This is an optimization exercise on Yosys and OpenROAD, whose aim is small area and a short achievable clock period, not a production implementation. RTL that was checked went through simulation tests only; none was proved equivalent to the original. Function not checked in runs 2 to 7: the RTL went through the layout flow alone. Power figures rest on the tool's default switching activity, not on a simulated workload.

[flow/design.v]
module psram_rsp #(
    parameter int unsigned MEM_AW = 8
) (
    input  logic        clk_i,
    input  logic        rst_i,
    input  logic [7:0]  cfg_rcmd_i,
    input  logic [7:0]  cfg_wcmd_i,
    input  logic [7:0]  cfg_mrcmd_i,
    input  logic [7:0]  cfg_mwcmd_i,
    input  logic [7:0]  cfg_rlc_i,
    input  logic [7:0]  cfg_wlc_i,
    input  logic        psram_sck_i,
    input  logic        psram_ce_i,
    input  logic [7:0]  psram_io_in_i,
    input  logic        psram_dqs_in_i,
    output logic [7:0]  psram_io_out_o,
    output logic        psram_io_en_o,
    output logic        psram_dqs_out_o,
    output logic        psram_dqs_en_o,
    output logic [31:0] mr_o,
    output logic        err_o
);
    localparam int NPS = 2, NRG = 2;
    localparam int S_IDLE = 0, S_INST = 1, S_ADDR = 2, S_LATN = 3,
                   S_WDATA = 4, S_RDATA = 5, S_MWR = 6, S_IGNR = 7;
    logic              sck_q, sck_prev_q, ce_q, dqs_q;
    logic [7:0]        io_q;
    logic [7:0]        st_q, st_d;
    logic              armed_q;
    logic              inst_got_q;
    logic [7:0]        opcode_q;
    logic [7:0]        ptr_q, ptr_d;
    logic [1:0]        byte_cnt_q;
    logic [7:0]        lat_q;
    logic              is_wr_q;
    logic              is_mr_q;
    logic              mwr_done_q;
    logic [3:0][7:0]   mr_q;
    logic [7:0]        io_out_q;
    logic              io_en_q;
    logic              dqs_out_q;
    logic              dqs_en_q;
    logic [3:0][7:0]   sd_q;            
    logic [3:0][3:0]   soh_q;           
    logic [3:0][3:0]   spos_q;          
    logic [3:0]        sl0_q, sl8_q;    
    logic [3:0]        mwsel_q;         
    logic [15:0][15:0][7:0] ring_q;     
    logic [3:0]        ph_q;
    logic [15:0]       rsel_q, rsel_d;  
    logic [NPS-1:0][15:0] psel_q, psel_d;  
    logic [NRG-1:0][7:0] rdp_q;         
    logic edge_c, rise_c, go_c;
    logic [7:0] rd_or_c;
    logic idle_go_c, inst_cap_c, inst_go_c, addr_edge_c, addr4_c;
    logic m_r_c, m_w_c, m_mr_c, m_mw_c, any_lat_c;
    logic lat_rise_c, lat_done_c, rd_start_c, rd_edge_c, wr_edge_c, inc_c, mr_wr_c;
    assign edge_c = sck_q ^ sck_prev_q;
    assign rise_c = sck_q & ~sck_prev_q;
    assign go_c   = ~ce_q;
    assign m_r_c     = (opcode_q == cfg_rcmd_i);
    assign m_w_c     = (opcode_q == cfg_wcmd_i);
    assign m_mr_c    = (opcode_q == cfg_mrcmd_i);
    assign m_mw_c    = (opcode_q == cfg_mwcmd_i);
    assign any_lat_c = m_r_c | m_w_c | m_mr_c;
    assign idle_go_c   = go_c & st_q[S_IDLE] & armed_q;
    assign inst_cap_c  = go_c & st_q[S_INST] & rise_c & ~inst_got_q;
    assign inst_go_c   = go_c & st_q[S_INST] & edge_c & inst_got_q;
    assign addr_edge_c = go_c & st_q[S_ADDR] & edge_c;
    assign addr4_c     = addr_edge_c & (byte_cnt_q == 2'd3);
    assign lat_rise_c  = go_c & st_q[S_LATN] & rise_c;
    assign lat_done_c  = lat_rise_c & (lat_q == 8'd0);
    assign rd_start_c  = lat_done_c & ~is_wr_q;
    assign rd_edge_c   = go_c & st_q[S_RDATA] & edge_c;
    assign wr_edge_c   = go_c & st_q[S_WDATA] & edge_c;
    assign mr_wr_c     = go_c & st_q[S_MWR] & edge_c & ~mwr_done_q;
    assign inc_c       = rd_start_c | rd_edge_c | wr_edge_c;
    always_comb begin
        st_d[S_IDLE]  = ce_q | (st_q[S_IDLE] & ~armed_q);
        st_d[S_INST]  = idle_go_c | (go_c & st_q[S_INST] & ~(edge_c & inst_got_q));
        st_d[S_ADDR]  = inst_go_c | (go_c & st_q[S_ADDR] & ~addr4_c);
        st_d[S_LATN]  = (addr4_c & any_lat_c) | (go_c & st_q[S_LATN] & ~lat_done_c);
        st_d[S_WDATA] = (lat_done_c & is_wr_q) | (go_c & st_q[S_WDATA]);
        st_d[S_RDATA] = rd_start_c | (go_c & st_q[S_RDATA]);
        st_d[S_MWR]   = (addr4_c & ~any_lat_c & m_mw_c) | (go_c & st_q[S_MWR]);
        st_d[S_IGNR]  = (addr4_c & ~any_lat_c & ~m_mw_c) | (go_c & st_q[S_IGNR]);
    end
    assign ptr_d = addr_edge_c ? io_q : inc_c ? ptr_q + 8'd1 : ptr_q;
    always_ff @(posedge clk_i or posedge rst_i) begin
        if (rst_i) begin
            sck_q      <= 1'b0;
            sck_prev_q <= 1'b0;
            ce_q       <= 1'b0;
            st_q       <= 8'b1 << S_IDLE;
            armed_q    <= 1'b0;
            mr_q       <= '0;
            io_out_q   <= 8'd0;
            io_en_q    <= 1'b0;
            dqs_out_q  <= 1'b0;
            dqs_en_q   <= 1'b0;
        end else begin
            sck_q      <= psram_sck_i;
            sck_prev_q <= sck_q;
            ce_q       <= psram_ce_i;
            st_q       <= st_d;
            armed_q    <= armed_q | ce_q;
            for (int k = 0; k < 4; k++) begin
                if (mr_wr_c && mwsel_q[k]) begin
                    mr_q[k] <= io_q;
                end
            end
            if (rd_start_c || rd_edge_c) begin
                io_out_q <= is_mr_q ? mr_q[ptr_q[1:0]] : rd_or_c;
            end
            if (rd_start_c) begin
                dqs_out_q <= 1'b0;
            end else if (rd_edge_c) begin
                dqs_out_q <= ~dqs_out_q;
            end
            io_en_q  <= rd_start_c | (go_c & io_en_q);
            dqs_en_q <= rd_start_c | (go_c & dqs_en_q);
        end
    end
    always_ff @(posedge clk_i) begin
        io_q  <= psram_io_in_i;
        dqs_q <= psram_dqs_in_i;
        if (idle_go_c) begin
            inst_got_q <= 1'b0;
        end else if (inst_cap_c) begin
            inst_got_q <= 1'b1;
        end
        if (inst_cap_c) begin
            opcode_q <= io_q;
        end
        if (inst_go_c) begin
            byte_cnt_q <= 2'd0;
        end else if (addr_edge_c) begin
            byte_cnt_q <= byte_cnt_q + 2'd1;
        end
        if (addr4_c) begin
            lat_q      <= (~m_r_c & m_w_c) ? cfg_wlc_i : cfg_rlc_i;
            is_wr_q    <= ~m_r_c & m_w_c;
            is_mr_q    <= ~m_r_c & ~m_w_c & m_mr_c;
            mwr_done_q <= 1'b0;
        end else if (lat_rise_c && !lat_done_c) begin
            lat_q <= lat_q - 8'd1;
        end else if (mr_wr_c) begin
            mwr_done_q <= 1'b1;
        end
    end
    logic [3:0]  ld_col_c, ld_pos_c;
    logic [15:0][7:0] rd_ring_c;
    logic [NRG-1:0][7:0] rd_grp_c;
    assign ld_col_c = io_q[7:4] + ph_q + 4'd1;
    always_comb begin
        for (int g = 0; g < NPS; g++) begin
            if (addr_edge_c) begin
                psel_d[g] = 16'b1 << ld_col_c;
            end else if (inc_c && rsel_q[15]) begin
                psel_d[g] = {psel_q[g][13:0], psel_q[g][15:14]};
            end else begin
                psel_d[g] = {psel_q[g][14:0], psel_q[g][15]};
            end
        end
        if (addr_edge_c) begin
            rsel_d = 16'b1 << io_q[3:0];
        end else if (inc_c) begin
            rsel_d = {rsel_q[14:0], rsel_q[15]};
        end else begin
            rsel_d = rsel_q;
        end
    end
    always_comb begin
        for (int r = 0; r < 16; r++) begin
            rd_ring_c[r] = '0;
            for (int p = 0; p < 16; p++) begin
                rd_ring_c[r] = rd_ring_c[r] | ({8{psel_q[r / (16 / NPS)][p]}} & ring_q[r][p]);
            end
        end
        for (int g = 0; g < NRG; g++) begin
            rd_grp_c[g] = '0;
            for (int r = (16 / NRG) * g; r < (16 / NRG) * (g + 1); r++) begin
                rd_grp_c[g] = rd_grp_c[g] | ({8{rsel_q[r]}} & rd_ring_c[r]);
            end
        end
    end
    always_comb begin
        rd_or_c = '0;
        for (int g = 0; g < NRG; g++) begin
            rd_or_c = rd_or_c | rdp_q[g];
        end
    end
    assign ld_pos_c = ptr_q[7:4] + ph_q + 4'd1;
    always_ff @(posedge clk_i) begin
        ptr_q  <= ptr_d;
        ph_q   <= ph_q + 4'd1;
        rsel_q <= rsel_d;
        psel_q <= psel_d;
        rdp_q  <= rd_grp_c;
        if (addr_edge_c) begin
            mwsel_q <= 4'b1 << io_q[1:0];
        end
        for (int e = 0; e < 4; e++) begin
            if (wr_edge_c && dqs_q && ptr_q[1:0] == 2'(e)) begin
                sd_q[e]   <= io_q;
                soh_q[e]  <= 4'b1 << ptr_q[3:2];
                spos_q[e] <= ld_pos_c;
                sl0_q[e]  <= (ld_pos_c == 4'd15);
                sl8_q[e]  <= (ld_pos_c == 4'd7);
            end else begin
                spos_q[e] <= spos_q[e] + 4'd1;
                sl0_q[e]  <= (spos_q[e] == 4'd14);
                sl8_q[e]  <= (spos_q[e] == 4'd6);
            end
        end
        for (int r = 0; r < 16; r++) begin
            for (int p = 0; p < 16; p++) begin
                if (p == 0 && sl0_q[r % 4] && soh_q[r % 4][r / 4]) begin
                    ring_q[r][p] <= sd_q[r % 4];
                end else if (p == 8 && sl8_q[r % 4] && soh_q[r % 4][r / 4]) begin
                    ring_q[r][p] <= sd_q[r % 4];
                end else begin
                    ring_q[r][p] <= ring_q[r][(p + 15) % 16];
                end
            end
        end
    end
    assign psram_io_out_o  = io_out_q;
    assign psram_io_en_o   = io_en_q;
    assign psram_dqs_out_o = dqs_out_q;
    assign psram_dqs_en_o  = dqs_en_q;
    assign mr_o            = mr_q;
    logic       ce_prev_q, ce_fall_c, unknown_c;
    logic [1:0] guard_q, guard_d;
    logic       err_q, err_d;
    assign ce_fall_c = ce_prev_q & ~ce_q;
    assign unknown_c = addr4_c & ~any_lat_c & ~m_mw_c;
    always_comb begin
        guard_d = guard_q;
        if (ce_fall_c) begin
            guard_d = 2'd2;
        end else if (guard_q != 2'd0) begin
            guard_d = guard_q - 2'd1;
        end
        err_d = err_q;
        if (unknown_c) begin
            err_d = 1'b1;
        end
        if (ce_q && (st_q[S_INST] || st_q[S_ADDR] || st_q[S_LATN])) begin
            err_d = 1'b1;
        end
        if (edge_c && !ce_q && (ce_fall_c || guard_q != 2'd0)) begin
            err_d = 1'b1;
        end
    end
    always_ff @(posedge clk_i or posedge rst_i) begin
        if (rst_i) begin
            ce_prev_q <= 1'b0;
            guard_q   <= 2'd0;
            err_q     <= 1'b0;
        end else begin
            ce_prev_q <= ce_q;
            guard_q   <= guard_d;
            err_q     <= err_d;
        end
    end
    assign err_o = err_q;
endmodule
[flow/flow/run.sh]
#!/bin/bash
# The standard layout (standard.sh), with these changes:
#  * plain buf_4 buffers on the ports instead of the delay buffers that buffer_ports
#    picks by default;
#  * clock tree synthesis without dummy loads, with clkbuf_16 buffers and larger sink
#    clusters than the default (fewer leaf buffers).
# ORFS's own logs stay in orfs/logs; standard.sh's output goes to standard.log.
set -e
bash standard.sh \
  BUFFER_PORTS_ARGS="-buffer_cell sky130_fd_sc_hd__buf_4" \
  CTS_ARGS="-sink_clustering_enable -repair_clock_nets -dont_use_dummy_load -buf_list sky130_fd_sc_hd__clkbuf_16 -sink_clustering_size 25 -sink_clustering_max_diameter 80" \
  finish > standard.log 2>&1
[flow/config.mk]
export PLATFORM = sky130hd
export DESIGN_NAME = psram_rsp
export DESIGN_NICKNAME = psram_rsp
export VERILOG_FILES = /design/flow/design.v
export SDC_FILE = /design/flow/constraint.sdc
export NUM_CORES = 4
export LEC_CHECK = 0
export CAP_MARGIN = 20
export CORE_MARGIN = 2
export CORE_UTILIZATION = 75
export SETUP_SLACK_MARGIN = 3.7
export SLEW_MARGIN = 20
[flow/constraint.sdc]
create_clock -name core_clock -period 6.0 [get_ports {clk_i}]
set_input_delay 1.2000 -clock core_clock [delete_from_list [all_inputs] [get_ports {clk_i}]]
set_output_delay 1.2000 -clock core_clock [all_outputs]
set_load 0.01 [all_outputs]
[flow/standard.sh]
#!/bin/bash
# synth_recipe.tcl (not shown) runs the flow's synth.tcl, then flattens the netlist and writes it again
# the make line also repeats each setting of config.mk as NAME=value (left out here)
make -C /OpenROAD-flow-scripts/flow DESIGN_CONFIG=/design/flow/config.mk WORK_HOME=/design/flow/orfs CLKGATE_MAP_FILE= SYNTH_SCRIPT=/design/flow/synth_recipe.tcl "${@:-finish}"
==> results of run 1 <==
==> Yosys cell counts, types with 2 or more instances <==
cell and count:
a21o_1 3, a21oi_1 35, a221o_1 30, a221oi_1 514, a22o_1 514, a22oi_1 64
and2_1 3, and3_1 5, buf_1 55, buf_2 13, buf_6 3, clkbuf_1 199
dfrtp_1 57, dfxtp_1 2137, edfxtp_1 94, fa_1 2, ha_1 23, inv_1 38
mux2_2 286, mux2i_1 14, mux4_2 8, nand2_1 102, nand2_2 4, nand2b_1 7
nand3_1 12, nand4_1 150, nand4b_1 4, nor2_1 40, nor2b_1 8, nor3_1 12
nor4_1 7, o211ai_1 3, o21ai_0 35, o31ai_1 18, o41ai_1 6, or2_2 2
xnor2_1 22, xor2_1 41
==> cell families after synthesis <==
logic type | after synthesis | share of synthesized area [%]
xor gates and xnor gates | 63 | 0.8480
muxes | 308 | 5.442
AOI/OAI and AO/OA | 1230 | 16.04
adders and majority gates | 25 | 0.5038
buffers and inverters | 310 | 1.856
and+or+nand+nor | 364 | 2.990
DFF | 2289 | 72.32
==> per-stage QoR <==
step / hold slack (ps) / util [%] / area, um2 / power, W
5_1_grt: 307.7 / 81.67 / 70520 / 0.02504
2_1_floorplan: 331.1 / - / 65100 / 0.01687
6_report: 301.5 / 81.67 / 70520 / 0.02444
3_3_place_gp: 332.2 / 77.18 / 66640 / 0.01725
3_5_place_dp: 336.6 / 77.18 / 66640 / 0.01729
4_1_cts: 299.6 / 81.09 / 70020 / 0.02437
==> final cells by class <==
cell class                 count  area share [%]
clock buffer                 101           3.584
inverter                      38          0.2395
multi-input combinational   1993           24.29
sequential                  2289           66.91
tap                         1155           2.049
timing repair buffer         201           2.899
timing repair inverter         3         0.02839
==> power by group <==
part / internal [W] / switching (W)
clock: 0.00301 / 0.00439
combinational: 0.000353 / 0.000468
sequential: 0.0158 / 0.000425
total: 0.0192 / 0.00529
==> cells in the final DEF, fill, tap and decap left out, types with 21 or more instances in the layout <==
cell,netlist,final
nand2_1,102,96
dfxtp_1,2137,2102
a22o_1,514,514
a221oi_1,514,512
dfxtp_4,0,33
dfrtp_1,57,56
clkbuf_16,0,101
a21oi_1,35,28
edfxtp_1,94,94
nor2_1,40,39
a22oi_1,64,47
buf_4,1,113
buf_6,3,62
inv_1,38,29
ha_1,23,22
nand4_1,150,150
o21ai_0,35,35
a221o_1,30,30
mux2_2,286,286
xor2_1,41,41
xnor2_1,22,21
==> sequential cells by signal, indices dropped and copies added (netlist names), 8 cells and up <==
signal    flops
io_out_q      8
io_q          8
lat_q         8
mr_q         32
opcode_q      8
psel_q       32
ptr_q         8
rdp_q        16
ring_q     2048
rsel_q       16
sd_q         32
soh_q        16
spos_q       16
==> path summary, 6_finish.rpt <==
check | from | to | cells past startpoint
worst max-delay path | mr_q[4]$_DFFE_PP0P_ | mr_o[4] | 1
worst min-delay path | ring_q[818]$_DFF_P_ | ring_q[826]$_DFF_P_ | 0
worst max register to register | psel_q[25]$_DFF_P_ | rdp_q[14]$_DFF_P_ | 6
worst min register to register | ring_q[818]$_DFF_P_ | ring_q[826]$_DFF_P_ | 0
max in group asynchronous | rst_i | ce_q$_DFF_PP0_ | 3
min in group asynchronous | rst_i | mr_q[27]$_DFFE_PP0P_ | 3
==> metal layers <==
| layer | up-vias | GRT usage (%) |
|---|---|---|
| li1 | 17464 | - |
| met1 | 20544 | 51.11 |
| met2 | 2223 | 61.47 |
| met3 | 456 | 6.754 |
| met4 | 8 | 16.75 |
| met5 | - | 0 |
==> worst reg2reg max path: stages, from the launching register on <==
cell	delay [ps]
dfxtp_4	530
buf_8	320
a22o_1	280
a221oi_1	250
nand4_1	220
a22oi_1	380
nand4_1	220
==> timing repair <==
action                                  CTS  global route
resized for setup                       119            50
endpoints found under the setup margin  227           174
pin swaps                                 1             7
gates cloned                              5             1
setup buffers                            38            25
==> impl_metrics.yaml, run 1 <==
die:
  die_w_um: 298.6
  io_pins: 105
  start_util_pct: 75.36
  coreArea_mm2: 0.08635
  num_rows: 108
  die_h_um: 298.6
  dieArea_mm2: 0.08913
yosys:
  synthFlopType: "dfxtp_1"
  ys_seq_elements: 2289
  synthArstFlopShare_pct: 2.534
  yosys.area.top_type_share_pct: 65.75
  ys_types: 57
  avgSynthCellArea_um2: 14.18
  postSynthCellCount: 4589
  ys_seq_area_share_pct: 72.32
  synthesis.nets: 4675
  synth_warnings: 1
  synth_edf_count: 94
  synth_top_area_cell: "dfxtp_1"
  synthTopCellsByArea: "dfxtp_1, a221oi_1, a22o_1"
  netlist_area_mm2: 0.06507
sta:
  tightest_slew_ps: 1160
  finalSetupTns_ps: 0
  fin_crit_ps: 2469
  rsz0062_at_grt: "yes"
  hold_viol: 0
  fmax_mhz: 405.1
  clock_skew_ps: 55.09
  setup_ws_ps: 3531
  min_period_over_period_pct: 41.14
  setup_viol: 0
  max-slew-margin-rel_pct: 22.57
  report.final.slew_viol_count: 0
place:
  dpl.hpwl_mm: 99.56
  numPortBuffers: 104
  dp.cells: 5610
  post-place-ws_ps: 2540
  gp_congestion: 0.8549
critical_path:
  crit_fanout: 2
  crit_chain: "buf_6"
  max_stage_delay_ps: 450
  required_ps: 4800
  cp_num_buf_inv: 1
  crit_type: "reg -> out"
  slowest_stage: "dfrtp_1"
  crit_family: "flip-flops"
  cp.arrival_ps: 1270
  rrSetupSlack_ps: 3650
  setup.worst_path.end_class: "output pin"
  worst_setup_path_start_kind: "flip-flop"
routing:
  drtIter0Drc: 4288
  dr.max_layer_used: "met5"
  wl_met2_mm: 81.38
  vias: 40695
  met1_length_mm: 69.85
  route.met3.wl_mm: 16.34
  firstDrtPassIters: 6
  postRouteAntennaNets: 0
  routed_wl_mm: 175.7
  wl_per_cell_um: 30.40
  drc: 0
  via_per_inst: 7.041
global_routing:
  grt_pass1_vias: 40833
  grt_usage_pct: 38.14
  grt_pass1_wl_mm: 256.6
  grt_max_degree: 59
  gr-total-overflow: 0
  antenna_found_initial: 7
layout:
  num_antenna_cells: 0
  nets: 4713
  regArea_mm2: 0.04718
  stdcell_count: 5780
  final_layout_size_suffix_gt1_share_pct: 15.42
  area_delta_synth_final_pct: 8.376
  nFillCells: 4776
  multi_input_area_mm2: 0.01713
worst_hold_path:
  hold_class: "reg -> reg"
clocking:
  hold_buffers: 0
  cts_tree: "yes"
  cts.clk_slew.worst_paths_ps: 100
  htree_levels: 3
  insertion_delay_ps: 710
  clock-sinks: 2289
  cts_made_buffers: 101
  cts_buffer_depth: 3
  cts_root_buffer: "clkbuf_16"
power_and_ir_drop:
  leakage_nw: 27.35
  power_density_mw_per_mm2: 346.6
  peakVddDrop_mv: 0.3029
outcome:
  outcome: "no timing/DRC/antenna violations"
run:
  cap_violations: 0
==> inputs of run 2 (changes only) <==
--- a/flow/design.v
+++ b/flow/design.v
@@ -23,7 +23,8 @@
     localparam int NPS = 2, NRG = 2;
     localparam int S_IDLE = 0, S_INST = 1, S_ADDR = 2, S_LATN = 3,
                    S_WDATA = 4, S_RDATA = 5, S_MWR = 6, S_IGNR = 7;
-    logic              sck_q, sck_prev_q, ce_q, dqs_q;
+    logic              sck_q, edge_q, rise_q, ce_q, dqs_q;
+    logic [3:0]        colp_q;          
     logic [7:0]        io_q;
     logic [7:0]        st_q, st_d;
     logic              armed_q;
@@ -55,8 +56,8 @@
     logic idle_go_c, inst_cap_c, inst_go_c, addr_edge_c, addr4_c;
     logic m_r_c, m_w_c, m_mr_c, m_mw_c, any_lat_c;
     logic lat_rise_c, lat_done_c, rd_start_c, rd_edge_c, wr_edge_c, inc_c, mr_wr_c;
-    assign edge_c = sck_q ^ sck_prev_q;
-    assign rise_c = sck_q & ~sck_prev_q;
+    assign edge_c = edge_q;
+    assign rise_c = rise_q;
     assign go_c   = ~ce_q;
     assign m_r_c     = (opcode_q == cfg_rcmd_i);
     assign m_w_c     = (opcode_q == cfg_wcmd_i);
@@ -89,7 +90,8 @@
     always_ff @(posedge clk_i or posedge rst_i) begin
         if (rst_i) begin
             sck_q      <= 1'b0;
-            sck_prev_q <= 1'b0;
+            edge_q     <= 1'b0;
+            rise_q     <= 1'b0;
             ce_q       <= 1'b0;
             st_q       <= 8'b1 << S_IDLE;
             armed_q    <= 1'b0;
@@ -100,7 +102,8 @@
             dqs_en_q   <= 1'b0;
         end else begin
             sck_q      <= psram_sck_i;
-            sck_prev_q <= sck_q;
+            edge_q     <= psram_sck_i ^ sck_q;
+            rise_q     <= psram_sck_i & ~sck_q;
             ce_q       <= psram_ce_i;
             st_q       <= st_d;
             armed_q    <= armed_q | ce_q;
@@ -123,6 +126,7 @@
     end
     always_ff @(posedge clk_i) begin
         io_q  <= psram_io_in_i;
+        colp_q <= psram_io_in_i[7:4] + ph_q + 4'd1;
         dqs_q <= psram_dqs_in_i;
         if (idle_go_c) begin
             inst_got_q <= 1'b0;
@@ -151,7 +155,7 @@
     logic [3:0]  ld_col_c, ld_pos_c;
     logic [15:0][7:0] rd_ring_c;
     logic [NRG-1:0][7:0] rd_grp_c;
-    assign ld_col_c = io_q[7:4] + ph_q + 4'd1;
+    assign ld_col_c = colp_q;
     always_comb begin
         for (int g = 0; g < NPS; g++) begin
             if (addr_edge_c) begin
@@ -190,7 +194,7 @@
             rd_or_c = rd_or_c | rdp_q[g];
         end
     end
-    assign ld_pos_c = ptr_q[7:4] + ph_q + 4'd1;
+    assign ld_pos_c = ptr_q[7:4] + ph_q;
     always_ff @(posedge clk_i) begin
         ptr_q  <= ptr_d;
         ph_q   <= ph_q + 4'd1;
==> impl_metrics.yaml, run 2 <==
power_and_ir_drop:
  peakVddDrop_mv: 0.3240
  swShare_pct: 20.55
  internal_power_w: 0.01851
  combinationalPowerShare_pct: 1.8
  seq_power_share_pct: 66.3
  p_switching_w: 0.004786
  leakage_nw: 27.58
  p_clk_share_pct: 31.9
  power_density_mw_per_mm2: 329.6
sta:
  fmax_mhz: 402.7
  setup_viol: 0
  fin_crit_ps: 2483
  min_period_over_period_pct: 41.39
  max-slew-margin-rel_pct: 44.47
  tightest_slew_ps: 832.9
  clock_skew_ps: 40.88
  hold_viol: 0
  finalSetupTns_ps: 0
  report.final.slew_viol_count: 0
  rsz0062_at_grt: "yes"
die:
  dieArea_mm2: 0.08932
  coreArea_mm2: 0.08648
  die_h_um: 298.9
  io_pins: 105
  start_util_pct: 75.40
  num_rows: 108
  die_w_um: 298.9
global_routing:
  antenna_found_initial: 3
  grt_pass1_wl_mm: 255.0
  grt_usage_pct: 37.85
  gr-total-overflow: 0
  grt_max_degree: 60
  grt_pass1_vias: 40543
layout:
  utilization_pct: 81.73
  nFillCells: 4779
  largest_register_ffs: 2048
  nets: 4717
  regMostFlops: "ring_q"
  final_common_cell: "dfxtp_1"
  mostFrequentLayoutCells: "dfxtp_1, a221oi_1, a22o_1"
  multi_input_area_mm2: 0.01707
  area_delta_synth_final_pct: 8.397
  final_layout_size_suffix_gt1_share_pct: 14.86
  regArea_mm2: 0.04729
routing:
  wl_per_cell_um: 30.67
  drtIter0Drc: 4665
  drc: 0
  routed_wl_mm: 177.4
  postRouteAntennaNets: 0
  vias: 40860
  firstDrtPassIters: 8
  via_per_inst: 7.063
critical_path:
  crit_family: "flip-flops"
  cp.arrival_ps: 1280
  crit_chain: "buf_6"
  worst_setup_path_start_kind: "flip-flop"
  rrSetupSlack_ps: 3700
  slowest_stage: "dfrtp_1"
  r2r_end: "rdp_q[8]$_DFF_P_"
  cp_num_buf_inv: 1
  required_ps: 4800
  setup.worst_path.end_class: "output pin"
  max_stage_delay_ps: 450
  reg2reg_depth: 6
  crit_type: "reg -> out"
  crit_fanout: 2
  rr_startpoint: "psel_q[23]$_DFF_P_"
worst_hold_path:
  whs_path_depth: 0
  hold_class: "reg -> reg"
  hold_end: "ring_q[1496]$_DFF_P_"
  hp-start: "ring_q[1488]$_DFF_P_"
yosys:
  netlist_area_mm2: 0.06521
  synthFlopType: "dfxtp_1"
  synthesis.nets: 4680
  synthArstFlopShare_pct: 2.572
  synth_warnings: 1
  yosysMostFrequentCell: "dfxtp_1"
  avgSynthCellArea_um2: 14.19
  synth_top_area_cell: "dfxtp_1"
  yosys.area.top_type_share_pct: 65.73
  synthTopCellsByArea: "dfxtp_1, a221oi_1, a22o_1"
  postSynthCellCount: 4594
  ys_types: 55
  synth_edf_count: 94
  ys_seq_elements: 2294
  ys_seq_area_share_pct: 72.33
  yosys-top-cells-count: "dfxtp_1, a221oi_1, a22o_1"
place:
  dpl.hpwl_mm: 100.7
  numPortBuffers: 104
  gp_congestion: 0.8380
clocking:
  cts_root_buffer: "clkbuf_16"
  cts_buffer_depth: 3
  htree_levels: 3
  cts.clk_slew.worst_paths_ps: 100
  cts_tree: "yes"
  clock-sinks: 2294
  insertion_delay_ps: 710
  cts_made_buffers: 101
run:
  cap_violations: 0
outcome:
  outcome: "no timing/DRC/antenna violations"
## run 2: metal layers
layer / GRT usage [%] / share of wire, %
met1: 53.63 / 40
met2: 58.01 / 44
met3: 7.139 / 11
met4: 15.35 / 4.5
met5: 0 / 0.0073
## run 2: how the worst max path moves through the flow
| stage | startpoint | slack [ps] | endpoint | cells after the start |
|---|---|---|---|---|
| after floorplan | cfg_rcmd_i[5] | 3540 | lat_q[0]$_DFFE_PP_ | 6 |
| after global placement | cfg_wcmd_i[6] | 2940 | lat_q[3]$_DFFE_PP_ | 6 |
| after detailed placement | cfg_wcmd_i[4] | 2920 | lat_q[2]$_DFFE_PP_ | 6 |
| after CTS | mr_q[16]$_DFFE_PP0P_ | 3510 | mr_o[16] | 1 |
| after global routing | mr_q[13]$_DFFE_PP0P_ | 3490 | mr_o[13] | 1 |
| final | mr_q[16]$_DFFE_PP0P_ | 3520 | mr_o[16] | 1 |
## run 2: stage by stage
stage	power, W	instance area (um2)	setup slack, ps	hold WS [ps]	instances
2_1_floorplan	0.01594	65250	3538	331.1	4594
3_3_place_gp	0.01614	66870	2939	332.2	5624
3_5_place_dp	0.01614	66870	2923	335.4	5624
4_1_cts	0.02321	70060	3512	322.9	5756
5_1_grt	0.02379	70680	3493	324.2	5784
6_report	0.02329	70680	3517	326.1	5785
## run 2: repair_timing
action	in CTS	in global routing
gates cloned	1	0
hold buffers	0	0
setup endpoints to repair	226	139
buffers inserted	30	28
pin swaps	4	11
gates resized for setup	99	62
## run 2: logic make-up (layout without fill, tap and decap cells)
family                   after synthesis  count (layout)  synth area share, %
flip-flops                          2294            2294                72.33
adder cells (fa/ha/maj)               25              25               0.5027
XOR/XNOR                              61              61               0.8193
AO/OA/AOI/OAI                       1209            1209                15.63
AND/OR/NAND/NOR                      350             351                2.872
other                                  0               1                    0
multiplexers                         346             346                6.033
buffers and inverters                309             343                1.819
## run 2: cell type report
| type | count | share of cell area, % |
|---|---|---|
| timing repair buffer | 204 | 3.089 |
| antenna | 1 | 0.003540 |
| sequential | 2294 | 66.90 |
| multi-input combinational | 1992 | 24.15 |
| inverter | 38 | 0.2319 |
| tap | 1155 | 2.045 |
| clock buffer | 101 | 3.576 |
## run 2: power groups by stage
| stage | Combinational (W) | Clock, W | Sequential, W |
|---|---|---|---|
| final | 0.000409 | 0.00743 | 0.0155 |
| after global routing | 0.000426 | 0.00791 | 0.0155 |
| after CTS | 0.000356 | 0.00740 | 0.0155 |
| after detailed placement | 0.000326 | 0 | 0.0158 |
| after global placement | 0.000323 | 0 | 0.0158 |
| after floorplan | 0.000206 | 0 | 0.0157 |
==> inputs of run 3 (changes only) <==
--- a/flow/config.mk
+++ b/flow/config.mk
@@ -7,6 +7,6 @@
 export LEC_CHECK = 0
 export CAP_MARGIN = 20
 export CORE_MARGIN = 2
-export CORE_UTILIZATION = 75
+export CORE_UTILIZATION = 65
 export SETUP_SLACK_MARGIN = 3.7
 export SLEW_MARGIN = 20
==> impl_metrics.yaml, run 3 <==
clocking:
  cts_buffer_depth: 3
  cts_made_buffers: 101
  cts_root_buffer: "clkbuf_16"
  cts_tree: "yes"
  clock-sinks: 2294
  insertion_delay_ps: 740
  htree_levels: 3
  hold_buffers: 0
  cts.clk_slew.worst_paths_ps: 90
place:
  placed_area_mm2: 0.06708
  numPortBuffers: 104
  dpl.hpwl_mm: 100.3
  gp_congestion: 0.8272
sta:
  finalSetupTns_ps: 0
  clock_skew_ps: 57.40
  max-slew-margin-rel_pct: 28.83
  tightest_slew_ps: 1066
  fin_crit_ps: 2490
  hold_viol: 0
  report.final.slew_viol_count: 0
  rsz0062_at_grt: "yes"
  fmax_mhz: 401.7
  min_period_over_period_pct: 41.49
  setup_viol: 0
routing:
  dr.max_layer_used: "met5"
  via_per_inst: 6.726
  drtIter0Drc: 4052
  route.met3.wl_mm: 15.48
  postRouteAntennaNets: 0
  vias: 39897
  wl_per_cell_um: 29.94
  routed_wl_mm: 177.6
  drc: 0
  wl_met2_mm: 78.27
  met1_length_mm: 78.65
  firstDrtPassIters: 5
power_and_ir_drop:
  p_clk_share_pct: 32.0
  p_switching_w: 0.004812
  combinationalPowerShare_pct: 1.7
  peakVddDrop_mv: 0.2469
  internal_power_w: 0.01850
  power_density_mw_per_mm2: 328.9
  leakage_nw: 27.58
  total_power_w: 0.02331
  seq_power_share_pct: 66.3
  swShare_pct: 20.64
critical_path:
  cp.arrival_ps: 1290
  crit_fanout: 3
  worst_setup_path_start_kind: "flip-flop"
  crit_chain: "buf_6"
  crit_type: "reg -> out"
  crit_family: "flip-flops"
  slowest_stage: "dfrtp_1"
  setup.worst_path.end_class: "output pin"
  cp_num_buf_inv: 1
  max_stage_delay_ps: 430
  required_ps: 4800
  reg2reg_depth: 6
  cp.depth: 1
yosys:
  synthesis.nets: 4680
  netlist_area_mm2: 0.06521
  postSynthCellCount: 4594
  yosysMostFrequentCell: "dfxtp_1"
  synth_edf_count: 94
  avgSynthCellArea_um2: 14.19
  synthTopCellsByArea: "dfxtp_1, a221oi_1, a22o_1"
  synth_top_area_cell: "dfxtp_1"
  yosys-top-cells-count: "dfxtp_1, a221oi_1, a22o_1"
  synthFlopType: "dfxtp_1"
  ys_types: 55
  yosys.area.top_type_share_pct: 65.73
  ys_seq_area_share_pct: 72.33
  synth_warnings: 1
  ys_seq_elements: 2294
  synthArstFlopShare_pct: 2.572
layout:
  utilization_pct: 71.08
  final_layout_size_suffix_gt1_share_pct: 15.11
  num_antenna_cells: 0
  fin_area_mm2: 0.07088
  regMostFlops: "ring_q"
  nets: 4722
  nFillCells: 6857
  mostFrequentLayoutCells: "dfxtp_1, a221oi_1, a22o_1"
  final_common_cell: "dfxtp_1"
  area_delta_synth_final_pct: 8.698
  largest_register_ffs: 2048
outcome:
  outcome: "no timing/DRC/antenna violations"
run:
  cap_violations: 0
die:
  start_util_pct: 65.40
  die_h_um: 320.7
  io_pins: 105
  die_w_um: 320.7
  dieArea_mm2: 0.1029
  coreArea_mm2: 0.09971
  num_rows: 116
global_routing:
  grt_usage_pct: 33.51
  grt_max_degree: 60
  grt_pass1_wl_mm: 257.0
  grt_pass1_vias: 39399
  antenna_found_initial: 7
  gr-total-overflow: 0
worst_hold_path:
  whs_path_depth: 0
  hold_class: "reg -> reg"
run 3: logic make-up after synthesis:
family | share of synthesized area, %
fa+ha+maj | 0.5027
compound gates | 15.63
xor+xnor | 0.8193
mux | 6.033
simple gates | 2.872
flops | 72.33
buf+inv | 1.819
run 3: per-layer routing:
metal	up-vias	global-route usage [%]
met5	-	0
met4	4	10.28
met3	297	5.727
met2	1816	50.97
met1	20318	49.21
li1	17462	-
run 3: final cells by class:
cell class	instances	area (um2)	area share, %
Inverter	38	167.7	0.2365
Timing Repair Buffer	209	2172	3.065
Multi-Input combinational cell	1992	17100	24.13
Tap cell	1298	1624	2.291
Sequential cell	2294	47280	66.71
Clock buffer	101	2527	3.566
run 3: repair_timing:
item / in CTS / in global routing
gates cloned: 1 / 4
pin swaps: 3 / 5
buffers inserted: 30 / 25
resized for setup: 99 / 54
setup endpoints to repair: 233 / 170
run 3: power by group through the flow:
stage                     sequential, W  combinational [W]  clock [W]
after global routing             0.0155           0.000416    0.00807
final                            0.0155           0.000398    0.00745
after global placement           0.0158           0.000324          0
after CTS                        0.0155           0.000364    0.00749
after detailed placement         0.0158           0.000327          0
after floorplan                  0.0157           0.000206          0
run 3: path summary, 6_finish.rpt:
kind	end	slack, ps	start
worst max register to register	rdp_q[9]$_DFF_P_	3630	psel_q[30]$_DFF_P_
worst max-delay path	mr_o[3]	3510	mr_q[3]$_DFFE_PP0P_
worst min register to register	ring_q[1197]$_DFF_P_	310	ring_q[1189]$_DFF_P_
min in group asynchronous	sck_q$_DFF_PP0_	690	rst_i
max in group asynchronous	io_out_q[1]$_DFFE_PP0P_	4780	rst_i
worst min-delay path	ring_q[1197]$_DFF_P_	310	ring_q[1189]$_DFF_P_
run 3: metrics by stage:
step / setup WS, ps / hold slack, ps / std cells
floorplan: 3538 / 331.1 / 4594
global placement: 2906 / 331.8 / 5771
detailed placement: 2892 / 335.4 / 5771
CTS: 3485 / 318.6 / 5903
global route: 3482 / 324.0 / 5932
finish: 3510 / 311.1 / 5932
==> inputs of run 4 (changes only) <==
--- a/flow/config.mk
+++ b/flow/config.mk
@@ -7,6 +7,6 @@
 export LEC_CHECK = 0
 export CAP_MARGIN = 20
 export CORE_MARGIN = 2
-export CORE_UTILIZATION = 65
-export SETUP_SLACK_MARGIN = 3.7
+export CORE_UTILIZATION = 75
+export SETUP_SLACK_MARGIN = 3.55
 export SLEW_MARGIN = 20
==> impl_metrics.yaml, run 4 <==
die:
  coreArea_mm2: 0.08648
  die_w_um: 298.9
  dieArea_mm2: 0.08932
  die_h_um: 298.9
  start_util_pct: 75.40
  num_rows: 108
  io_pins: 105
yosys:
  avgSynthCellArea_um2: 14.19
  yosys.area.top_type_share_pct: 65.73
  synthFlopType: "dfxtp_1"
  synth_edf_count: 94
  synthesis.nets: 4680
  ys_types: 55
  ys_seq_elements: 2294
  synth_warnings: 1
  synth_top_area_cell: "dfxtp_1"
  synthArstFlopShare_pct: 2.572
  synthTopCellsByArea: "dfxtp_1, a221oi_1, a22o_1"
  netlist_area_mm2: 0.06521
  ys_seq_area_share_pct: 72.33
  postSynthCellCount: 4594
  yosysMostFrequentCell: "dfxtp_1"
  yosys-top-cells-count: "dfxtp_1, a221oi_1, a22o_1"
sta:
  report.final.slew_viol_count: 0
  finalSetupTns_ps: 0
  max-slew-margin-rel_pct: 24.92
  hold_viol: 0
  fmax_mhz: 401.1
  holdWs_ps: 323.2
  tightest_slew_ps: 1114
  clock_skew_ps: 44.18
  rsz0062_at_grt: "yes"
  min_period_over_period_pct: 41.55
  setup_viol: 0
  fin_crit_ps: 2493
critical_path:
  setup.worst_path.end_class: "flip-flop"
  r2r_end: "rdp_q[8]$_DFF_P_"
  slowest_stage: "a22oi_1"
  rrSetupSlack_ps: 3510
  required_ps: 6560
  max_stage_delay_ps: 490
  rr_startpoint: "psel_q[23]$_DFF_P_"
  cp-startpoint: "psel_q[23]$_DFF_P_"
  worst_setup_path_start_kind: "flip-flop"
  crit_path_frequent_cell: "nand4_1"
  crit_chain: "buf_4 > a22o_1 > a221oi_1 > nand4_1 > a22oi_1 > nand4_1"
  crit_type: "reg -> reg"
  cp.arrival_ps: 3050
  reg2reg_depth: 6
  crit_fanout: 58
routing:
  via_per_inst: 7.017
  drc: 0
  postRouteAntennaNets: 0
  wl_per_cell_um: 29.86
  firstDrtPassIters: 8
  drtIter0Drc: 4307
  vias: 40496
  routed_wl_mm: 172.3
global_routing:
  gr-total-overflow: 0
  grt_usage_pct: 37.45
  grt_pass1_vias: 40409
  grt_pass1_wl_mm: 252.8
  grt_max_degree: 60
  antenna_found_initial: 5
clocking:
  cts_made_buffers: 101
  hold_buffers: 0
  cts_root_buffer: "clkbuf_16"
  cts_tree: "yes"
  insertion_delay_ps: 710
  htree_levels: 3
  clock-sinks: 2294
  cts.clk_slew.worst_paths_ps: 100
  cts_buffer_depth: 3
place:
  gp_congestion: 0.8380
  numPortBuffers: 104
  dp.cells: 5624
  dpl.hpwl_mm: 100.7
layout:
  nets: 4700
  regMostFlops: "ring_q"
  nFillCells: 4908
  mostFrequentLayoutCells: "dfxtp_1, a221oi_1, a22o_1"
  final_layout_size_suffix_gt1_share_pct: 14.27
  final_common_cell: "dfxtp_1"
  area_delta_synth_final_pct: 7.489
  largest_register_ffs: 2048
  stdcell_count: 5771
worst_hold_path:
  whs_path_depth: 0
  hold_end: "ring_q[1496]$_DFF_P_"
  hold_class: "reg -> reg"
  hp-start: "ring_q[1488]$_DFF_P_"
run:
  cap_violations: 0
outcome:
  outcome: "no timing/DRC/antenna violations"
power_and_ir_drop:
  total_power_w: 0.02324
  leakage_nw: 27.40
  power_density_mw_per_mm2: 331.6
  peakVddDrop_mv: 0.3250
-- run 4: cell counts after synthesis --
Identical to the previous run, type by type.
-- run 4: worst max-delay path by stage --
stage	end	slack (ps)
floorplan	lat_q[0]$_DFFE_PP_	3540
global placement	lat_q[3]$_DFFE_PP_	2940
CTS	psel_q[22]$_DFF_P_	3480
detailed placement	lat_q[2]$_DFFE_PP_	2920
global route	mr_o[16]	3500
finish	rdp_q[8]$_DFF_P_	3510
-- run 4: logic make-up after synthesis --
family	Yosys count	synth area share (%)
fa+ha+maj	25	0.5027
flops	2294	72.33
compound gates	1209	15.63
buf+inv	309	1.819
simple gates	350	2.872
mux	346	6.033
xor+xnor	61	0.8193
-- run 4: layout make-up --
type	instances	area, um2	share of cell area, %
timing repair buffer	187	1670	2.383
tap	1155	1445	2.062
clock buffer	101	2527	3.606
sequential	2294	47280	67.46
multi-input combinational	1992	17010	24.26
antenna	4	10.01	0.01428
inverter	38	146.4	0.2089
-- run 4: stage by stage --
stage	worst slack (ps)	cell area (um2)	utilization, %
after global placement	2939	66870	77.32
after global routing	3500	70080	81.03
after CTS	3479	69640	80.53
final	3507	70090	81.04
after floorplan	3538	65250	-
after detailed placement	2923	66870	77.32
-- run 4: worst max-delay path, delay by kind of cell (launching register included) --
kind	cells	cell delay (ps)
flip-flops	1	410
buffers and inverters	1	420
AND/OR/NAND/NOR	2	370
AO/OA/AOI/OAI	3	1090
-- run 4: power breakdown --
group	internal, W	switching, W
clock network	0.00301	0.00440
registers	0.0153	0.000122
logic	0.000135	0.000228
-- run 4: timing repair --
action | 4_1_cts | 5_1_grt
setup buffers | 19 | 22
gates cloned | 1 | 0
setup endpoints to repair | 159 | 175
gates resized for setup | 24 | 63
pin swaps | 1 | 3
-- run 4: layer usage --
layer | share of wire, % | up-vias | wire (um) | global-route usage [%]
met1 | 41 | 20423 | 71000 | 52.94
met3 | 9.7 | 383 | 16800 | 7.096
met4 | 4.0 | 6 | 6924 | 14.67
met2 | 45 | 2256 | 77570 | 57.72
li1 | - | 17428 | - | -
met5 | 0.024 | - | 41 | 0
==> inputs of run 5 (changes only) <==
--- a/flow/design.v
+++ b/flow/design.v
@@ -42,13 +42,12 @@
     logic              dqs_out_q;
     logic              dqs_en_q;
     logic [3:0][7:0]   sd_q;            
-    logic [3:0][3:0]   soh_q;           
+    logic [3:0][1:0]   sh_q;            
     logic [3:0][3:0]   spos_q;          
-    logic [3:0]        sl0_q, sl8_q;    
     logic [3:0]        mwsel_q;         
     logic [15:0][15:0][7:0] ring_q;     
     logic [3:0]        ph_q;
-    logic [15:0]       rsel_q, rsel_d;  
+    logic [15:0]       rsel_c;          
     logic [NPS-1:0][15:0] psel_q, psel_d;  
     logic [NRG-1:0][7:0] rdp_q;         
     logic edge_c, rise_c, go_c;
@@ -160,19 +159,13 @@
         for (int g = 0; g < NPS; g++) begin
             if (addr_edge_c) begin
                 psel_d[g] = 16'b1 << ld_col_c;
-            end else if (inc_c && rsel_q[15]) begin
+            end else if (inc_c && ptr_q[3:0] == 4'd15) begin
                 psel_d[g] = {psel_q[g][13:0], psel_q[g][15:14]};
             end else begin
                 psel_d[g] = {psel_q[g][14:0], psel_q[g][15]};
             end
         end
-        if (addr_edge_c) begin
-            rsel_d = 16'b1 << io_q[3:0];
-        end else if (inc_c) begin
-            rsel_d = {rsel_q[14:0], rsel_q[15]};
-        end else begin
-            rsel_d = rsel_q;
-        end
+        rsel_c = 16'b1 << ptr_q[3:0];
     end
     always_comb begin
         for (int r = 0; r < 16; r++) begin
@@ -184,7 +177,7 @@
         for (int g = 0; g < NRG; g++) begin
             rd_grp_c[g] = '0;
             for (int r = (16 / NRG) * g; r < (16 / NRG) * (g + 1); r++) begin
-                rd_grp_c[g] = rd_grp_c[g] | ({8{rsel_q[r]}} & rd_ring_c[r]);
+                rd_grp_c[g] = rd_grp_c[g] | ({8{rsel_c[r]}} & rd_ring_c[r]);
             end
         end
     end
@@ -198,7 +191,6 @@
     always_ff @(posedge clk_i) begin
         ptr_q  <= ptr_d;
         ph_q   <= ph_q + 4'd1;
-        rsel_q <= rsel_d;
         psel_q <= psel_d;
         rdp_q  <= rd_grp_c;
         if (addr_edge_c) begin
@@ -207,21 +199,17 @@
         for (int e = 0; e < 4; e++) begin
             if (wr_edge_c && dqs_q && ptr_q[1:0] == 2'(e)) begin
                 sd_q[e]   <= io_q;
-                soh_q[e]  <= 4'b1 << ptr_q[3:2];
+                sh_q[e]   <= ptr_q[3:2];
                 spos_q[e] <= ld_pos_c;
-                sl0_q[e]  <= (ld_pos_c == 4'd15);
-                sl8_q[e]  <= (ld_pos_c == 4'd7);
             end else begin
                 spos_q[e] <= spos_q[e] + 4'd1;
-                sl0_q[e]  <= (spos_q[e] == 4'd14);
-                sl8_q[e]  <= (spos_q[e] == 4'd6);
             end
         end
         for (int r = 0; r < 16; r++) begin
             for (int p = 0; p < 16; p++) begin
-                if (p == 0 && sl0_q[r % 4] && soh_q[r % 4][r / 4]) begin
+                if (p == 0 && spos_q[r % 4] == 4'd15 && sh_q[r % 4] == 2'(r / 4)) begin
                     ring_q[r][p] <= sd_q[r % 4];
-                end else if (p == 8 && sl8_q[r % 4] && soh_q[r % 4][r / 4]) begin
+                end else if (p == 8 && spos_q[r % 4] == 4'd7 && sh_q[r % 4] == 2'(r / 4)) begin
                     ring_q[r][p] <= sd_q[r % 4];
                 end else begin
                     ring_q[r][p] <= ring_q[r][(p + 15) % 16];
--- a/flow/config.mk
+++ b/flow/config.mk
@@ -8,5 +8,5 @@
 export CAP_MARGIN = 20
 export CORE_MARGIN = 2
 export CORE_UTILIZATION = 75
-export SETUP_SLACK_MARGIN = 3.55
+export SETUP_SLACK_MARGIN = 3.7
 export SLEW_MARGIN = 20
==> impl_metrics.yaml, run 5 <==
layout:
  final_layout_size_suffix_gt1_share_pct: 19.81
  largest_register_ffs: 2048
  nets: 4766
  final_common_cell: "dfxtp_1"
  area_delta_synth_final_pct: 11.43
  regMostFlops: "ring_q"
  mostFrequentLayoutCells: "dfxtp_1, a22o_1, a221oi_1"
  fin_area_mm2: 0.07211
yosys:
  synthFlopType: "dfxtp_1"
  netlist_area_mm2: 0.06471
  yosysMostFrequentCell: "dfxtp_1"
  synthTopCellsByArea: "dfxtp_1, a22o_1, a221oi_1"
  yosys.area.top_type_share_pct: 65.99
  yosys-top-cells-count: "dfxtp_1, a22o_1, a221oi_1"
  synthesis.nets: 4607
  postSynthCellCount: 4523
  ys_types: 56
  ys_seq_area_share_pct: 71.52
  synth_edf_count: 70
  synth_top_area_cell: "dfxtp_1"
  avgSynthCellArea_um2: 14.31
  synth_warnings: 1
  synthArstFlopShare_pct: 2.608
  ys_seq_elements: 2262
global_routing:
  antenna_found_initial: 10
  grt_usage_pct: 41.21
  gr-total-overflow: 0
  grt_pass1_wl_mm: 272.3
  grt_pass1_vias: 41809
  grt_max_degree: 60
power_and_ir_drop:
  leakage_nw: 27.34
  power_density_mw_per_mm2: 320.0
  peakVddDrop_mv: 0.2928
critical_path:
  r2r_end: "psel_q[28]$_DFF_P_"
  cp_num_buf_inv: 1
  crit_family: "flip-flops"
  worst_setup_path_start_kind: "flip-flop"
  crit_type: "reg -> out"
  rr_startpoint: "ptr_q[1]$_DFFE_PP_"
  slowest_stage: "dfrtp_1"
  setup.worst_path.end_class: "output pin"
  cp.arrival_ps: 1270
  cp-startpoint: "mr_q[30]$_DFFE_PP0P_"
  crit_chain: "buf_6"
  max_stage_delay_ps: 420
  rrSetupSlack_ps: 3630
  endpoint: "mr_o[30]"
  crit_fanout: 2
  required_ps: 4800
  cp.depth: 1
  reg2reg_depth: 6
clocking:
  cts_made_buffers: 100
  htree_levels: 3
  cts_tree: "yes"
  hold_buffers: 0
  cts_buffer_depth: 3
  cts_root_buffer: "clkbuf_16"
  insertion_delay_ps: 730
  cts.clk_slew.worst_paths_ps: 90
  clock-sinks: 2262
sta:
  hold_viol: 0
  report.final.slew_viol_count: 0
  fin_crit_ps: 2474
  rsz0062_at_grt: "yes"
  tightest_slew_ps: 1190
  holdWs_ps: 327.0
  max-slew-margin-rel_pct: 20.36
  clock_skew_ps: 65.91
  fmax_mhz: 404.2
  setup_viol: 0
  finalSetupTns_ps: 0
  min_period_over_period_pct: 41.24
die:
  start_util_pct: 75.88
  num_rows: 107
  dieArea_mm2: 0.08864
  coreArea_mm2: 0.08528
  die_w_um: 297.7
  io_pins: 105
  die_h_um: 297.7
routing:
  drc: 0
  drtIter0Drc: 5727
  wl_per_cell_um: 32.95
  via_per_inst: 7.273
  vias: 42375
  routed_wl_mm: 192.0
  firstDrtPassIters: 6
  postRouteAntennaNets: 0
place:
  numPortBuffers: 104
  placed_area_mm2: 0.06611
  dpl.hpwl_mm: 99.99
  gp_congestion: 0.9173
worst_hold_path:
  hold_class: "reg -> reg"
run:
  cap_violations: 0
outcome:
  outcome: "no timing/DRC/antenna violations"
## run 5: changes by cell type after synthesis, sizes merged, moves of 33 or more
cell / previous run / this run
buf: 64 / 149
o22ai: 32 / 91
clkbuf: 207 / 106
a22oi: 65 / 2
nand2: 103 / 70
nand4: 155 / 6
and4: 0 / 128
## run 5: cells by family after synthesis
kind of cell	count (synthesis)	share of synthesized area (%)
flops	2262	71.52
xor+xnor	61	0.8256
mux	342	6.017
buf+inv	287	2.177
compound gates	1188	15.49
simple gates	360	3.496
fa+ha+maj	23	0.4679
## run 5: final cells by class
type | instances | area, um2
clock buffers | 100 | 2502
repair buffers | 311 | 3859
well taps | 1144 | 1431
flip-flops and latches | 2262 | 46400
diodes | 2 | 5.005
repair inverters | 1 | 8.758
inverters | 32 | 143.9
fillers | 4232 | 13170
multi-input cells | 1974 | 17750
## run 5: metrics by stage
stage	worst slack, ps	total power [W]	std cells	utilization (%)
after global routing	3500	0.02354	5824	84.55
after global placement	2693	0.01584	5558	77.50
after CTS	3532	0.02292	5774	83.13
after detailed placement	2498	0.01585	5560	77.52
after floorplan	3523	0.01568	4523	-
final	3526	0.02307	5826	84.55
## run 5: repair_timing
item | in CTS | in global routing
gates cloned | 9 | 6
endpoints found under the hold margin | 0 | 0
pin swaps | 5 | 37
setup buffers | 105 | 44
resized for setup | 184 | 171
setup endpoints to repair | 163 | 169
## run 5: worst min path at each step
stage | end | startpoint | cells after the start | slack [ps]
3_3_place_gp | ring_q[1117]$_DFF_P_ | ring_q[1109]$_DFF_P_ | 0 | 330
4_1_cts | ring_q[1100]$_DFF_P_ | ring_q[1092]$_DFF_P_ | 0 | 320
2_1_floorplan | ring_q[1032]$_DFF_P_ | ring_q[1024]$_DFF_P_ | 0 | 330
6_report | ring_q[1746]$_DFF_P_ | ring_q[1738]$_DFF_P_ | 0 | 330
5_1_grt | ring_q[656]$_DFF_P_ | ring_q[648]$_DFF_P_ | 0 | 330
3_5_place_dp | ring_q[1594]$_DFF_P_ | ring_q[1586]$_DFF_P_ | 0 | 340
## run 5: layer usage
layer	vias to the layer above	routed length, um	GRT usage [%]
met5	-	70	0
met4	10	8512	17.81
met3	614	24420	11.15
met2	3097	84590	62.05
met1	21186	74400	56.52
li1	17468	-	-
## run 5: where the power goes
part / switching [W] / total, W / internal [W]
combinational: 0.000311 / 0.000501 / 0.000190
sequential: 0.0000637 / 0.0152 / 0.0151
clock: 0.00442 / 0.00740 / 0.00298
==> inputs of run 6 (changes only) <==
--- a/flow/config.mk
+++ b/flow/config.mk
@@ -7,6 +7,6 @@
 export LEC_CHECK = 0
 export CAP_MARGIN = 20
 export CORE_MARGIN = 2
-export CORE_UTILIZATION = 75
+export CORE_UTILIZATION = 65
 export SETUP_SLACK_MARGIN = 3.7
 export SLEW_MARGIN = 20
==> impl_metrics.yaml, run 6 <==
outcome:
  outcome: "no timing/DRC/antenna violations"
yosys:
  ys_seq_elements: 2262
  synthTopCellsByArea: "dfxtp_1, a22o_1, a221oi_1"
  synth_warnings: 1
  synthArstFlopShare_pct: 2.608
  avgSynthCellArea_um2: 14.31
  synthesis.nets: 4607
  postSynthCellCount: 4523
  synthFlopType: "dfxtp_1"
  ys_seq_area_share_pct: 71.52
  netlist_area_mm2: 0.06471
  synth_top_area_cell: "dfxtp_1"
  yosys.area.top_type_share_pct: 65.99
  yosys-top-cells-count: "dfxtp_1, a22o_1, a221oi_1"
  yosysMostFrequentCell: "dfxtp_1"
  synth_edf_count: 70
  ys_types: 56
critical_path:
  crit_family: "flip-flops"
  rrSetupSlack_ps: 3710
  setup.worst_path.end_class: "output pin"
  r2r_end: "rdp_q[1]$_DFF_P_"
  cp_num_buf_inv: 1
  max_stage_delay_ps: 420
  reg2reg_depth: 6
  crit_chain: "buf_6"
  cp.arrival_ps: 1270
  rr_startpoint: "psel_q[11]$_DFF_P_"
  required_ps: 4800
  crit_type: "reg -> out"
  worst_setup_path_start_kind: "flip-flop"
  crit_fanout: 3
  slowest_stage: "dfrtp_1"
sta:
  max-slew-margin-rel_pct: 26.29
  setup_viol: 0
  fin_crit_ps: 2470
  rsz0062_at_grt: "yes"
  fmax_mhz: 404.8
  clock_skew_ps: 67.14
  min_period_over_period_pct: 41.17
  tightest_slew_ps: 1102
  report.final.slew_viol_count: 0
  finalSetupTns_ps: 0
  hold_viol: 0
routing:
  firstDrtPassIters: 5
  routed_wl_mm: 188.2
  vias: 40411
  drc: 0
  via_per_inst: 6.797
  drtIter0Drc: 4594
  postRouteAntennaNets: 0
  wl_per_cell_um: 31.66
layout:
  nets: 4738
  largest_register_ffs: 2048
  regMostFlops: "ring_q"
  area_delta_synth_final_pct: 10.49
  stdcell_count: 5945
  nFillCells: 6569
  mostFrequentLayoutCells: "dfxtp_1, a22o_1, a221oi_1"
  final_common_cell: "dfxtp_1"
  final_layout_size_suffix_gt1_share_pct: 17.63
power_and_ir_drop:
  leakage_nw: 26.93
  p_clk_share_pct: 32.1
  p_switching_w: 0.004783
  swShare_pct: 20.76
  seq_power_share_pct: 65.8
  combinationalPowerShare_pct: 2.1
  power_density_mw_per_mm2: 322.3
  peakVddDrop_mv: 0.2523
  internal_power_w: 0.01826
clocking:
  cts_root_buffer: "clkbuf_16"
  cts.clk_slew.worst_paths_ps: 100
  cts_made_buffers: 100
  clock-sinks: 2262
  cts_tree: "yes"
  htree_levels: 3
  hold_buffers: 0
  insertion_delay_ps: 720
  cts_buffer_depth: 3
die:
  coreArea_mm2: 0.09856
  die_w_um: 319.5
  start_util_pct: 65.65
  dieArea_mm2: 0.1021
  num_rows: 115
  die_h_um: 319.5
  io_pins: 105
worst_hold_path:
  whs_path_depth: 0
  hold_class: "reg -> reg"
  hold_end: "ring_q[1008]$_DFF_P_"
  hp-start: "ring_q[1000]$_DFF_P_"
global_routing:
  grt_pass1_wl_mm: 270.5
  grt_pass1_vias: 39543
  antenna_found_initial: 8
  grt_max_degree: 60
  gr-total-overflow: 0
  grt_usage_pct: 36.07
place:
  dp.cells: 5703
  numPortBuffers: 104
  dpl.hpwl_mm: 100.7
  gp_congestion: 0.8503
run:
  cap_violations: 0
-- run 6: cell counts after synthesis --
Identical to the previous run, type by type.
-- run 6: power by group through the flow --
stage / Clock, W / Sequential [W] / Combinational (W)
2_1_floorplan: 0 / 0.0155 / 0.000192
3_3_place_gp: 0 / 0.0156 / 0.000286
3_5_place_dp: 0 / 0.0156 / 0.000291
4_1_cts: 0.00742 / 0.0152 / 0.000448
5_1_grt: 0.00795 / 0.0152 / 0.000489
6_report: 0.00740 / 0.0152 / 0.000474
-- run 6: worst max-delay path by stage --
stage | startpoint | end | cells after the start
3_3_place_gp | ce_q$_DFF_PP0_ | lat_q[5]$_DFFE_PP_ | 5
2_1_floorplan | cfg_rcmd_i[6] | lat_q[0]$_DFFE_PP_ | 6
6_report | mr_q[5]$_DFFE_PP0P_ | mr_o[5] | 1
3_5_place_dp | ce_q$_DFF_PP0_ | st_q[6]$_DFF_PP0_ | 7
4_1_cts | mr_q[5]$_DFFE_PP0P_ | mr_o[5] | 1
5_1_grt | mr_q[5]$_DFFE_PP0P_ | mr_o[5] | 1
-- run 6: timing repair --
| action | in CTS | in global routing |
|---|---|---|
| cloned | 8 | 1 |
| endpoints found under the setup margin | 164 | 167 |
| pin swaps | 0 | 7 |
| resized for setup | 190 | 46 |
| buffers inserted | 101 | 25 |
-- run 6: kinds of logic after synthesis --
family,after synthesis,synth area share (%)
AO/OA/AOI/OAI,1188,15.49
XOR/XNOR,61,0.8256
adder cells (fa/ha/maj),23,0.4679
buffers and inverters,287,2.177
flip-flops,2262,71.52
multiplexers,342,6.017
AND/OR/NAND/NOR,360,3.496
-- run 6: cell type report --
| cell class | count | area [um2] | area share (%) |
|---|---|---|---|
| diodes | 6 | 15.01 | 0.02100 |
| multi-input cells | 1974 | 17280 | 24.17 |
| inverters | 32 | 136.4 | 0.1908 |
| well taps | 1287 | 1610 | 2.252 |
| clock buffers | 100 | 2502 | 3.500 |
| flip-flops and latches | 2262 | 46400 | 64.90 |
| repair buffers | 284 | 3546 | 4.960 |
-- run 6: layer usage --
metal	routed length (um)	vias to the layer above	share of wire (%)	global-route usage [%]
li1	-	17428	-	-
met2	81450	1973	43	53.95
met5	13	-	0.0069	0
met4	6961	2	3.7	12.03
met1	82080	20629	44	52.37
met3	17700	379	9.4	7.694
-- run 6: through the flow --
stage / worst slack (ps) / utilization, % / instance area (um2) / total power, W / hold slack [ps]
3_5_place_dp: 2619 / 67.26 / 66290 / 0.01586 / 336.6
4_1_cts: 3495 / 72.07 / 71040 / 0.02303 / 326.5
5_1_grt: 3491 / 72.52 / 71480 / 0.02362 / 331.9
3_3_place_gp: 2648 / 67.25 / 66280 / 0.01585 / 332.0
6_report: 3530 / 72.54 / 71490 / 0.02305 / 314.6
2_1_floorplan: 3523 / - / 64730 / 0.01568 / 331.1
==> inputs of run 7 (changes only) <==
--- a/flow/design.v
+++ b/flow/design.v
@@ -23,8 +23,7 @@
     localparam int NPS = 2, NRG = 2;
     localparam int S_IDLE = 0, S_INST = 1, S_ADDR = 2, S_LATN = 3,
                    S_WDATA = 4, S_RDATA = 5, S_MWR = 6, S_IGNR = 7;
-    logic              sck_q, edge_q, rise_q, ce_q, dqs_q;
-    logic [3:0]        colp_q;          
+    logic              sck_q, sck_prev_q, ce_q, dqs_q;
     logic [7:0]        io_q;
     logic [7:0]        st_q, st_d;
     logic              armed_q;
@@ -55,8 +54,8 @@
     logic idle_go_c, inst_cap_c, inst_go_c, addr_edge_c, addr4_c;
     logic m_r_c, m_w_c, m_mr_c, m_mw_c, any_lat_c;
     logic lat_rise_c, lat_done_c, rd_start_c, rd_edge_c, wr_edge_c, inc_c, mr_wr_c;
-    assign edge_c = edge_q;
-    assign rise_c = rise_q;
+    assign edge_c = sck_q ^ sck_prev_q;
+    assign rise_c = sck_q & ~sck_prev_q;
     assign go_c   = ~ce_q;
     assign m_r_c     = (opcode_q == cfg_rcmd_i);
     assign m_w_c     = (opcode_q == cfg_wcmd_i);
@@ -89,8 +88,7 @@
     always_ff @(posedge clk_i or posedge rst_i) begin
         if (rst_i) begin
             sck_q      <= 1'b0;
-            edge_q     <= 1'b0;
-            rise_q     <= 1'b0;
+            sck_prev_q <= 1'b0;
             ce_q       <= 1'b0;
             st_q       <= 8'b1 << S_IDLE;
             armed_q    <= 1'b0;
@@ -101,8 +99,7 @@
             dqs_en_q   <= 1'b0;
         end else begin
             sck_q      <= psram_sck_i;
-            edge_q     <= psram_sck_i ^ sck_q;
-            rise_q     <= psram_sck_i & ~sck_q;
+            sck_prev_q <= sck_q;
             ce_q       <= psram_ce_i;
             st_q       <= st_d;
             armed_q    <= armed_q | ce_q;
@@ -125,7 +122,6 @@
     end
     always_ff @(posedge clk_i) begin
         io_q  <= psram_io_in_i;
-        colp_q <= psram_io_in_i[7:4] + ph_q + 4'd1;
         dqs_q <= psram_dqs_in_i;
         if (idle_go_c) begin
             inst_got_q <= 1'b0;
@@ -154,7 +150,7 @@
     logic [3:0]  ld_col_c, ld_pos_c;
     logic [15:0][7:0] rd_ring_c;
     logic [NRG-1:0][7:0] rd_grp_c;
-    assign ld_col_c = colp_q;
+    assign ld_col_c = io_q[7:4] + ph_q + 4'd1;
     always_comb begin
         for (int g = 0; g < NPS; g++) begin
             if (addr_edge_c) begin
@@ -187,7 +183,7 @@
             rd_or_c = rd_or_c | rdp_q[g];
         end
     end
-    assign ld_pos_c = ptr_q[7:4] + ph_q;
+    assign ld_pos_c = ptr_q[7:4] + ph_q + 4'd1;
     always_ff @(posedge clk_i) begin
         ptr_q  <= ptr_d;
         ph_q   <= ph_q + 4'd1;
--- a/flow/config.mk
+++ b/flow/config.mk
@@ -7,6 +7,6 @@
 export LEC_CHECK = 0
 export CAP_MARGIN = 20
 export CORE_MARGIN = 2
-export CORE_UTILIZATION = 65
+export CORE_UTILIZATION = 85
 export SETUP_SLACK_MARGIN = 3.7
 export SLEW_MARGIN = 20
==> impl_metrics.yaml, run 7 <==
die:
  num_rows: 100
  start_util_pct: 86.27
  io_pins: 105
  die_w_um: 279.3
  die_h_um: 279.3
yosys:
  synthesis.nets: 4596
  postSynthCellCount: 4512
  netlist_area_mm2: 0.06444
  synth-xor-area-share_pct: 0.8291
  muxShareOfSynthArea_pct: 5.485
  yosysMostFrequentCell: "dfxtp_1"
  synth_edf_count: 70
  synthArstFlopShare_pct: 2.570
  yosys.area.top_type_share_pct: 66.14
  synth_warnings: 1
  synth_top_family_by_area: "compound AO/OA/AOI/OAI gates"
  synthFlopType: "dfxtp_1"
  synth_top_area_cell: "dfxtp_1"
  avgSynthCellArea_um2: 14.28
  ys_types: 56
  synthTopCellsByArea: "dfxtp_1, a22o_1, a221oi_1"
  ys_seq_area_share_pct: 71.66
  ys_seq_elements: 2257
  synth-adder-area-share_pct: 0.4699
  synth-compound-area-share_pct: 15.88
  yosys.area_share.simple_pct: 3.573
  yosys-top-cells-count: "dfxtp_1, a22o_1, a221oi_1"
outcome:
  outcome: "aborted with a tool error"
  firstError: "[ERROR GRT-0232] Routing congestion too high. Check the congestion heatmap in the GUI."
  stop_stage: "5_1_grt"
place:
  numPortBuffers: 104
  gp_congestion: 0.8798
  post-place-ws_ps: 2905
  dpl.hpwl_mm: 106.2
clocking:
  hold_buffers: 0
  htree_levels: 3
  cts_made_buffers: 100
  cts_root_buffer: "clkbuf_16"
  clock-sinks: 2257
  cts_buffer_depth: 3
global_routing:
  gr-total-overflow: 4610
  grt_max_degree: 61
  grt_usage_pct: 101.7
run 7: cell count changes after synthesis, sizes merged, moves of 3 or more:
cell	delta
xor2	+3
o22ai	-27
or2	-4
a221o	+32
and3	+3
nor2b	+3
mux2	-7
mux2i	-28
nor3	+8
dfxtp	-4
a21oi	+14
xnor2	-3
run 7: metrics by stage:
stage	total power, W	util [%]	area, um2	std cells
after floorplan	0.01612	-	64470	4512
after global placement	0.01636	87.87	65630	5367
after detailed placement	0.01639	87.88	65650	5368
after CTS	0.02349	94.81	70820	5595
run 7: power by group through the flow:
stage | Clock [W] | Sequential, W | Combinational [W]
4_1_cts | 0.00728 | 0.0156 | 0.000614
2_1_floorplan | 0 | 0.0158 | 0.000293
3_5_place_dp | 0 | 0.0160 | 0.000405
3_3_place_gp | 0 | 0.0160 | 0.000396
run 7: cells by family after synthesis:
| kind of cell | after synthesis |
|---|---|
| DFF | 2257 |
| adders and majority gates | 23 |
| and+or+nand+nor | 368 |
| AOI/OAI and AO/OA | 1206 |
| buffers and inverters | 290 |
| muxes | 307 |
| xor gates and xnor gates | 61 |
run 7: per-layer routing:
| layer | GRT overflow | global-route usage [%] |
|---|---|---|
| met5 | 31 | 76.61 |
| met4 | 1123 | 109.9 |
| met3 | 209 | 88.62 |
| met1 | 292 | 95.10 |
| met2 | 2955 | 117.6 |
run 7: how the worst min path moves through the flow:
stage	cells past startpoint	slack, ps	from	to
floorplan	0	330	ring_q[1024]$_DFF_P_	ring_q[1032]$_DFF_P_
global placement	0	330	ring_q[1380]$_DFF_P_	ring_q[1388]$_DFF_P_
detailed placement	0	340	ring_q[425]$_DFF_P_	ring_q[433]$_DFF_P_
CTS	0	330	ring_q[171]$_DFF_P_	ring_q[179]$_DFF_P_
run 7: repair_timing:
item                                    CTS
setup buffers                           113
cloned                                   14
endpoints found under the setup margin  188
pin swaps                                17
resized for setup                       249

static timing again, ports no longer ideal:
In the flow no input, the clock included, has a driving cell. The finished layouts below were timed again as built, in two steps.
Step 1 assumes that a clkbuf_16 drives the clock port and a buf_2 every other input.
Step 2 moves the port delays by t, midway between the first and last clock arrival at a register: inputs arrive t later, outputs are due t later. That takes back most of the time a late clock gives input paths.
Three values: no drivers, after step 1, after step 2; two values: the first two.
| run | t, ns | setup slack, ns | worst setup path after step 2 | clock arrival spread, ns | worst register clock-pin slew, ns |
|---|---|---|---|---|---|
| run 1 | 0.752 | 3.531 / 3.460 / 3.076 | input to register | 0.062 / 0.061 | 0.10 / 0.10 |
| run 2 | 0.756 | 3.517 / 3.445 / 3.174 | input to register | 0.044 / 0.043 | 0.10 / 0.10 |
| run 3 | 0.787 | 3.510 / 3.427 / 3.218 | input to register | 0.061 / 0.061 | 0.10 / 0.10 |
| run 4 | 0.757 | 3.507 / 3.450 / 3.119 | input to register | 0.046 / 0.046 | 0.10 / 0.10 |
| run 5 | 0.775 | 3.526 / 3.448 / 3.038 | input to register | 0.067 / 0.068 | 0.11 / 0.11 |
| run 6 | 0.754 | 3.530 / 3.457 / 3.189 | input to register | 0.070 / 0.069 | 0.10 / 0.10 |
After both steps every run listed still meets setup and hold. The setup slack of run 5, which loses most, moves by -0.078 ns with the drivers and by -0.488 ns with both steps.
